What follows belongs to an exercise in optimizing a design on an open flow for small area and a short achievable clock period; a production flow would make more cautious choices.
At most, simulation tests tie the RTL to the original design; equivalence was not proved.

Setup of build 61:
==> flow/design.v <==
`default_nettype none
package ex_pkg;
    localparam logic [6:0] op_imm    = 7'b0010011;
    localparam logic [6:0] op_reg    = 7'b0110011;
    localparam logic [6:0] op_branch = 7'b1100011;
    localparam logic [6:0] op_jal    = 7'b1101111;
    localparam logic [6:0] op_jalr   = 7'b1100111;
    localparam logic [6:0] op_lui    = 7'b0110111;
    localparam logic [6:0] op_auipc  = 7'b0010111;
endpackage
`default_nettype wire
`timescale 1ns/10ps
`default_nettype none
module ex_decode (
    input  logic        clk,
    input  logic        reset_i,
    input  logic        valid_i,
    input  logic [31:0] pc_i,
    input  logic [31:0] inst_i,
    input  logic [31:0] rs1_i,
    input  logic [31:0] rs2_i,
    output logic [31:0] x_o,       
    output logic [31:0] y_o,       
    output logic [31:0] link_o,    
    output logic        cin_o,     
    output logic        s_add_o,   
    output logic        s_sr_o,
    output logic        s_sl_o,
    output logic        s_p_o,
    output logic        s_g_o,
    output logic        s_slt_o,
    output logic        s_sltu_o,
    output logic        s_link_o,
    output logic        arith_o,
    output logic        we_o,
    output logic [4:0]  rd_o,
    output logic        jump_o,
    output logic        bit0_o     
);
    logic [6:0] opc;
    logic [2:0] f3;
    logic       alt;
    logic       ok;
    logic       is_op, is_opimm, is_alu, is_lui, is_auipc, is_jal, is_jalr, is_br;
    logic       f_add, f_sub, f_sll, f_slt, f_sltu, f_xor, f_sr, f_or, f_and;
    logic       inv;
    logic       eq, lt, ltu, taken;
    logic [31:0] imm_i, imm_u, imm_b, imm_j;
    logic [31:0] rs1_rev;
    logic [31:0] x_d, y_d;
    assign opc = inst_i[6:0];
    assign f3  = inst_i[14:12];
    assign alt = inst_i[30];
    assign ok  = valid_i & ~reset_i;
    assign is_op    = opc == ex_pkg::op_reg;
    assign is_opimm = opc == ex_pkg::op_imm;
    assign is_alu   = is_op | is_opimm;
    assign is_lui   = opc == ex_pkg::op_lui;
    assign is_auipc = opc == ex_pkg::op_auipc;
    assign is_jal   = opc == ex_pkg::op_jal;
    assign is_jalr  = (opc == ex_pkg::op_jalr) & (f3 == 3'b000);
    assign is_br    = (opc == ex_pkg::op_branch) & (f3[2:1] != 2'b01);
    assign f_sub  = is_op & (f3 == 3'b000) & alt;
    assign f_add  = is_alu & (f3 == 3'b000) & ~f_sub;
    assign f_sll  = is_alu & (f3 == 3'b001);
    assign f_slt  = is_alu & (f3 == 3'b010);
    assign f_sltu = is_alu & (f3 == 3'b011);
    assign f_xor  = is_alu & (f3 == 3'b100);
    assign f_sr   = is_alu & (f3 == 3'b101);
    assign f_or   = is_alu & (f3 == 3'b110);
    assign f_and  = is_alu & (f3 == 3'b111);
    assign inv    = f_sub | f_slt | f_sltu;
    assign imm_i = {{20{inst_i[31]}}, inst_i[31:20]};
    assign imm_u = {inst_i[31:12], 12'b0};
    assign imm_b = {{20{inst_i[31]}}, inst_i[7], inst_i[30:25], inst_i[11:8], 1'b0};
    assign imm_j = {{12{inst_i[31]}}, inst_i[19:12], inst_i[20], inst_i[30:21], 1'b0};
    always_comb begin
        for (int i = 0; i < 32; i++) rs1_rev[i] = rs1_i[31-i];
    end
    logic [29:0] inc_q, inc_c;
    always_comb begin
        inc_q = pc_i[31:2];
        for (int l = 0; l < 5; l++) begin
            for (int i = 29; i >= 0; i--) begin
                if ((i >> l) & 1) inc_q[i] = inc_q[i] & inc_q[((i >> l) << l) - 1];
            end
        end
        inc_c = {inc_q[28:0], 1'b1};
    end
    assign x_d = ({32{(is_alu & ~f_sll) | is_jalr}} & rs1_i)
               | ({32{f_sll}} & rs1_rev)
               | ({32{is_auipc | is_jal | is_br}} & pc_i);
    assign y_d = ({32{is_op}} & rs2_i)
               | ({32{is_opimm | is_jalr}} & imm_i)
               | ({32{is_lui | is_auipc}} & imm_u)
               | ({32{is_br}} & imm_b)
               | ({32{is_jal}} & imm_j);
    logic [30:0] cl, ce;
    logic        e31;
    always_comb begin
        cl = ~rs1_i[30:0] & rs2_i[30:0];
        ce = ~(rs1_i[30:0] ^ rs2_i[30:0]);
        for (int s = 1; s < 32; s = s * 2) begin
            for (int i = 0; i + s < 31; i = i + 2 * s) begin
                cl[i] = cl[i+s] | (ce[i+s] & cl[i]);
                ce[i] = ce[i+s] & ce[i];
            end
        end
    end
    assign e31 = ~(rs1_i[31] ^ rs2_i[31]);
    assign eq  = e31 & ce[0];
    assign ltu = (~rs1_i[31] & rs2_i[31]) | (e31 & cl[0]);
    assign lt  = (rs1_i[31] & ~rs2_i[31]) | (e31 & cl[0]);
    always_comb begin
        case (f3[2:1])
            2'b00:   taken = eq ^ f3[0];
            2'b10:   taken = lt ^ f3[0];
            default: taken = ltu ^ f3[0];
        endcase
    end
    always_ff @(posedge clk) begin
        x_o      <= x_d;
        y_o      <= y_d ^ {32{inv}};
        link_o   <= {pc_i[31:2] ^ inc_c, pc_i[1:0]};
        cin_o    <= inv;
        s_add_o  <= ok & (f_add | f_sub | is_lui | is_auipc);
        s_sr_o   <= ok & f_sr;
        s_sl_o   <= ok & f_sll;
        s_p_o    <= ok & (f_xor | f_or);
        s_g_o    <= ok & (f_and | f_or);
        s_slt_o  <= ok & f_slt;
        s_sltu_o <= ok & f_sltu;
        s_link_o <= ok & (is_jal | is_jalr);
        arith_o  <= alt & ~f_sll;
        we_o     <= ok & (is_alu | is_lui | is_auipc | is_jal | is_jalr);
        rd_o     <= inst_i[11:7] & {5{ok & (is_alu | is_lui | is_auipc | is_jal | is_jalr)}};
        jump_o   <= ok & (is_jal | is_jalr | (is_br & taken));
        bit0_o   <= ~is_jalr;
    end
endmodule
`default_nettype wire
`timescale 1ns/10ps
`default_nettype none
module ex_alu (
    input  logic        clk,
    input  logic        reset_i,
    input  logic [31:0] x_i,
    input  logic [31:0] y_i,
    input  logic [31:0] link_i,
    input  logic        cin_i,
    input  logic        s_add_i,
    input  logic        s_sr_i,
    input  logic        s_sl_i,
    input  logic        s_p_i,
    input  logic        s_g_i,
    input  logic        s_slt_i,
    input  logic        s_sltu_i,
    input  logic        s_link_i,
    input  logic        arith_i,
    input  logic        we_i,
    input  logic [4:0]  rd_i,
    input  logic        jump_i,
    input  logic        bit0_i,
    output logic        wb_we_o,
    output logic [4:0]  wb_rd_o,
    output logic [31:0] wb_data_o,
    output logic        jump_flag_o,
    output logic [31:0] jump_addr_o
);
    logic        rn;
    logic [31:0] p, g, sum, result;
    logic        cout, lt, ltu;
    assign rn   = ~reset_i;
    assign p    = x_i ^ y_i;
    assign g    = x_i & y_i;
    logic [31:0] gg [0:5];
    logic [31:0] pp [0:5];
    logic [32:0] c;
    always_comb begin
        gg[0] = g;
        pp[0] = p;
        for (int l = 0; l < 5; l++) begin
            for (int i = 0; i < 32; i++) begin
                if ((i >> l) & 1) begin
                    gg[l+1][i] = gg[l][i] | (pp[l][i] & gg[l][((i >> l) << l) - 1]);
                    pp[l+1][i] = pp[l][i] & pp[l][((i >> l) << l) - 1];
                end else begin
                    gg[l+1][i] = gg[l][i];
                    pp[l+1][i] = pp[l][i];
                end
            end
        end
        c[0] = cin_i;
        for (int i = 0; i < 32; i++) c[i+1] = gg[5][i] | (pp[5][i] & cin_i);
    end
    assign sum  = p ^ c[31:0];
    assign cout = c[32];
    assign ltu  = ~cout;
    assign lt   = (x_i[31] == y_i[31]) ? x_i[31] : ~cout;
    logic [32:0] ext, ext_sh;
    logic [47:0] sh4;
    logic        fill, r0, r16, l0, l16;
    logic [31:0] shr_sel, shl_sel;
    assign fill   = arith_i & x_i[31];
    assign ext    = {fill, x_i};
    assign ext_sh = $signed(ext) >>> y_i[3:0];
    assign sh4    = {{16{fill}}, ext_sh[31:0]};
    assign r0     = s_sr_i & ~y_i[4];
    assign r16    = s_sr_i & y_i[4];
    assign l0     = s_sl_i & ~y_i[4];
    assign l16    = s_sl_i & y_i[4];
    always_comb begin
        for (int i = 0; i < 32; i++) begin
            shr_sel[i] = (r0 & sh4[i]) | (r16 & sh4[i+16]);
            shl_sel[i] = (l0 & sh4[31-i]) | (l16 & sh4[47-i]);
        end
    end
    always_comb begin
        for (int i = 0; i < 32; i++) begin
            result[i] = shr_sel[i] | shl_sel[i] | (s_p_i & p[i]) | (s_g_i & g[i])
                      | (s_link_i & link_i[i]);
        end
        result[0] = result[0] | (s_slt_i & lt) | (s_sltu_i & ltu);
    end
    logic [31:0] sum_q, other_q;
    logic        add_q, we_q, flag_q, flag0_q;
    logic [4:0]  rd_q;
    always_ff @(posedge clk) begin
        sum_q   <= sum;
        other_q <= result & {32{rn}};
        add_q   <= s_add_i & rn;
        we_q    <= we_i & rn;
        rd_q    <= rd_i & {5{rn}};
        flag_q  <= jump_i & rn;
        flag0_q <= jump_i & bit0_i & rn;
    end
    assign wb_we_o     = we_q;
    assign wb_rd_o     = rd_q;
    assign wb_data_o   = (sum_q & {32{add_q}}) | other_q;
    assign jump_flag_o = flag_q;
    assign jump_addr_o = {sum_q[31:1] & {31{flag_q}}, sum_q[0] & flag0_q};
endmodule
`default_nettype wire
`timescale 1ns/10ps
`default_nettype none
module ex_top (
    input  logic        clk,
    input  logic        reset_i,
    input  logic        valid_i,
    input  logic [31:0] pc_i,
    input  logic [31:0] inst_i,
    input  logic [31:0] rs1_i,
    input  logic [31:0] rs2_i,
    output logic        wb_we_o,
    output logic [4:0]  wb_rd_o,
    output logic [31:0] wb_data_o,
    output logic        jump_flag_o,
    output logic [31:0] jump_addr_o
);
    logic [31:0] x, y, link;
    logic        cin, s_add, s_sr, s_sl, s_p, s_g, s_slt, s_sltu, s_link, arith;
    logic        we, jump, bit0;
    logic [4:0]  rd;
    ex_decode u_decode (
        .clk(clk), .reset_i(reset_i), .valid_i(valid_i), .pc_i(pc_i), .inst_i(inst_i),
        .rs1_i(rs1_i), .rs2_i(rs2_i),
        .x_o(x), .y_o(y), .link_o(link), .cin_o(cin), .s_add_o(s_add), .s_sr_o(s_sr),
        .s_sl_o(s_sl), .s_p_o(s_p), .s_g_o(s_g), .s_slt_o(s_slt), .s_sltu_o(s_sltu),
        .s_link_o(s_link), .arith_o(arith), .we_o(we), .rd_o(rd), .jump_o(jump), .bit0_o(bit0)
    );
    ex_alu u_alu (
        .clk(clk), .reset_i(reset_i),
        .x_i(x), .y_i(y), .link_i(link), .cin_i(cin), .s_add_i(s_add), .s_sr_i(s_sr),
        .s_sl_i(s_sl), .s_p_i(s_p), .s_g_i(s_g), .s_slt_i(s_slt), .s_sltu_i(s_sltu),
        .s_link_i(s_link), .arith_i(arith), .we_i(we), .rd_i(rd), .jump_i(jump), .bit0_i(bit0),
        .wb_we_o(wb_we_o), .wb_rd_o(wb_rd_o), .wb_data_o(wb_data_o),
        .jump_flag_o(jump_flag_o), .jump_addr_o(jump_addr_o)
    );
endmodule
`default_nettype wire
`timescale 1ns/10ps
`default_nettype none
module ex_unit (
    input  logic        clk,
    input  logic        reset_i,
    input  logic        issue_valid_i,
    input  logic [31:0] issue_pc_i,
    input  logic [31:0] issue_inst_i,
    input  logic [31:0] issue_rs1_i,
    input  logic [31:0] issue_rs2_i,
    output logic        wb_we_o,
    output logic [4:0]  wb_rd_o,
    output logic [31:0] wb_data_o,
    output logic        jump_flag_o,
    output logic [31:0] jump_addr_o
);
    ex_top u_top (
        .clk(clk), .reset_i(reset_i), .valid_i(issue_valid_i), .pc_i(issue_pc_i),
        .inst_i(issue_inst_i), .rs1_i(issue_rs1_i), .rs2_i(issue_rs2_i),
        .wb_we_o(wb_we_o), .wb_rd_o(wb_rd_o), .wb_data_o(wb_data_o),
        .jump_flag_o(jump_flag_o), .jump_addr_o(jump_addr_o)
    );
endmodule
`default_nettype wire
export LEC_CHECK = 0
export CAP_MARGIN = 20
export CORE_MARGIN = 2
export CORE_UTILIZATION = 40
export CTS_BUF_LIST = sky130_fd_sc_hd__clkbuf_8
export SETUP_SLACK_MARGIN = 2.45
export SLEW_MARGIN = 20
export SYNTH_HIERARCHICAL = 1
create_clock -name core_clock -period 5.0 [get_ports {clk}]
standard.sh (not shown) runs the stock make flow with config.mk's settings and CLKGATE_MAP_FILE= SYNTH_SCRIPT=/design/flow/synth_recipe.tcl, a recipe that flattens the netlist after the stock synthesis.
==> flow/flow/run.sh <==
#!/bin/bash
# Standard ORFS layout; only the port buffers differ: small buffers instead of
# the resizer's default pick.
set -euo pipefail
export BUFFER_PORTS_ARGS="-buffer_cell sky130_fd_sc_hd__buf_1"
bash standard.sh > standard.log 2>&1
The following lists how trial 52 was set up differently from build 61:
--- a/flow/design.v
+++ b/flow/design.v
@@ -142,4 +142,15 @@
 `timescale 1ns/10ps
 `default_nettype none
+module ex_pg (
+    input  logic gh_i,
+    input  logic ph_i,
+    input  logic gl_i,
+    input  logic pl_i,
+    output logic g_o,
+    output logic p_o
+);
+    assign g_o = gh_i | (ph_i & gl_i);
+    assign p_o = ph_i & pl_i;
+endmodule
 module ex_alu (
     input  logic        clk,
@@ -177,20 +188,23 @@
     logic [31:0] pp [0:5];
     logic [32:0] c;
-    always_comb begin
-        gg[0] = g;
-        pp[0] = p;
-        for (int l = 0; l < 5; l++) begin
-            for (int i = 0; i < 32; i++) begin
-                if ((i >> l) & 1) begin
-                    gg[l+1][i] = gg[l][i] | (pp[l][i] & gg[l][((i >> l) << l) - 1]);
-                    pp[l+1][i] = pp[l][i] & pp[l][((i >> l) << l) - 1];
-                end else begin
-                    gg[l+1][i] = gg[l][i];
-                    pp[l+1][i] = pp[l][i];
-                end
+    assign gg[0] = g;
+    assign pp[0] = p;
+    for (genvar l = 0; l < 5; l++) begin : g_lvl
+        for (genvar i = 0; i < 32; i++) begin : g_bit
+            if ((i >> l) & 1) begin : g_node
+                ex_pg u_pg (
+                    .gh_i(gg[l][i]), .ph_i(pp[l][i]),
+                    .gl_i(gg[l][((i >> l) << l) - 1]), .pl_i(pp[l][((i >> l) << l) - 1]),
+                    .g_o(gg[l+1][i]), .p_o(pp[l+1][i])
+                );
+            end else begin : g_pass
+                assign gg[l+1][i] = gg[l][i];
+                assign pp[l+1][i] = pp[l][i];
             end
         end
-        c[0] = cin_i;
-        for (int i = 0; i < 32; i++) c[i+1] = gg[5][i] | (pp[5][i] & cin_i);
+    end
+    assign c[0] = cin_i;
+    for (genvar i = 0; i < 32; i++) begin : g_cin
+        assign c[i+1] = gg[5][i] | (pp[5][i] & cin_i);
     end
     assign sum  = p ^ c[31:0];
==> summary.txt <==
Compared with build 61, trial 52 has less setup slack. Relative to build 61, trial 52 degrades summed area of non-filler cells in the final layout. NOTE: routed wire length in trial 52 exceeds that of build 61. When trial 52 is set beside build 61, its adder-cell area share of the yosys netlist turns out to be 0.88 points smaller. In the reports for build 61 and trial 52, the larger worst relative slew slack belongs to trial 52. Cell with the biggest individual delay on the critical path = sky130_fd_sc_hd__dfxtp_4: build 61; cell with the biggest individual delay on the critical path = sky130_fd_sc_hd__ha_1: trial 52.
No functional check of the RTL was part of trial 52.

[port drivers added, routing unchanged]
No port has a modelled driver above. Below, the same layouts with a new extraction and two added sets of constraints. Step 1 assumes that a clkbuf_16 drives the clock port and a buf_2 every other input. Step 2 adds t to the input delays and takes it off the output delays; t is the mean of the earliest and latest rising clock arrival at the registers after step 1. Input paths then give back, and output paths get back, about the clock's delay inside the block. Three values: ideal ports, drivers, drivers and shift; two values: the first two.
run	t, ns	setup slack, ns	worst hold slack (ns)	worst setup path after step 2	worst register clock-pin slew, ns
build 61	0.524	2.419 / 2.419 / 1.944	0.439 / 0.439 / 0.439	input to register	0.12 / 0.12
trial 52	0.519	2.363 / 2.363 / 1.987	0.455 / 0.455 / 0.455	input to register	0.11 / 0.11
After both steps setup and hold are still met in every run listed. For build 61, which loses most, drivers alone change the setup slack by 0.000 ns; drivers and shift together by -0.475 ns.
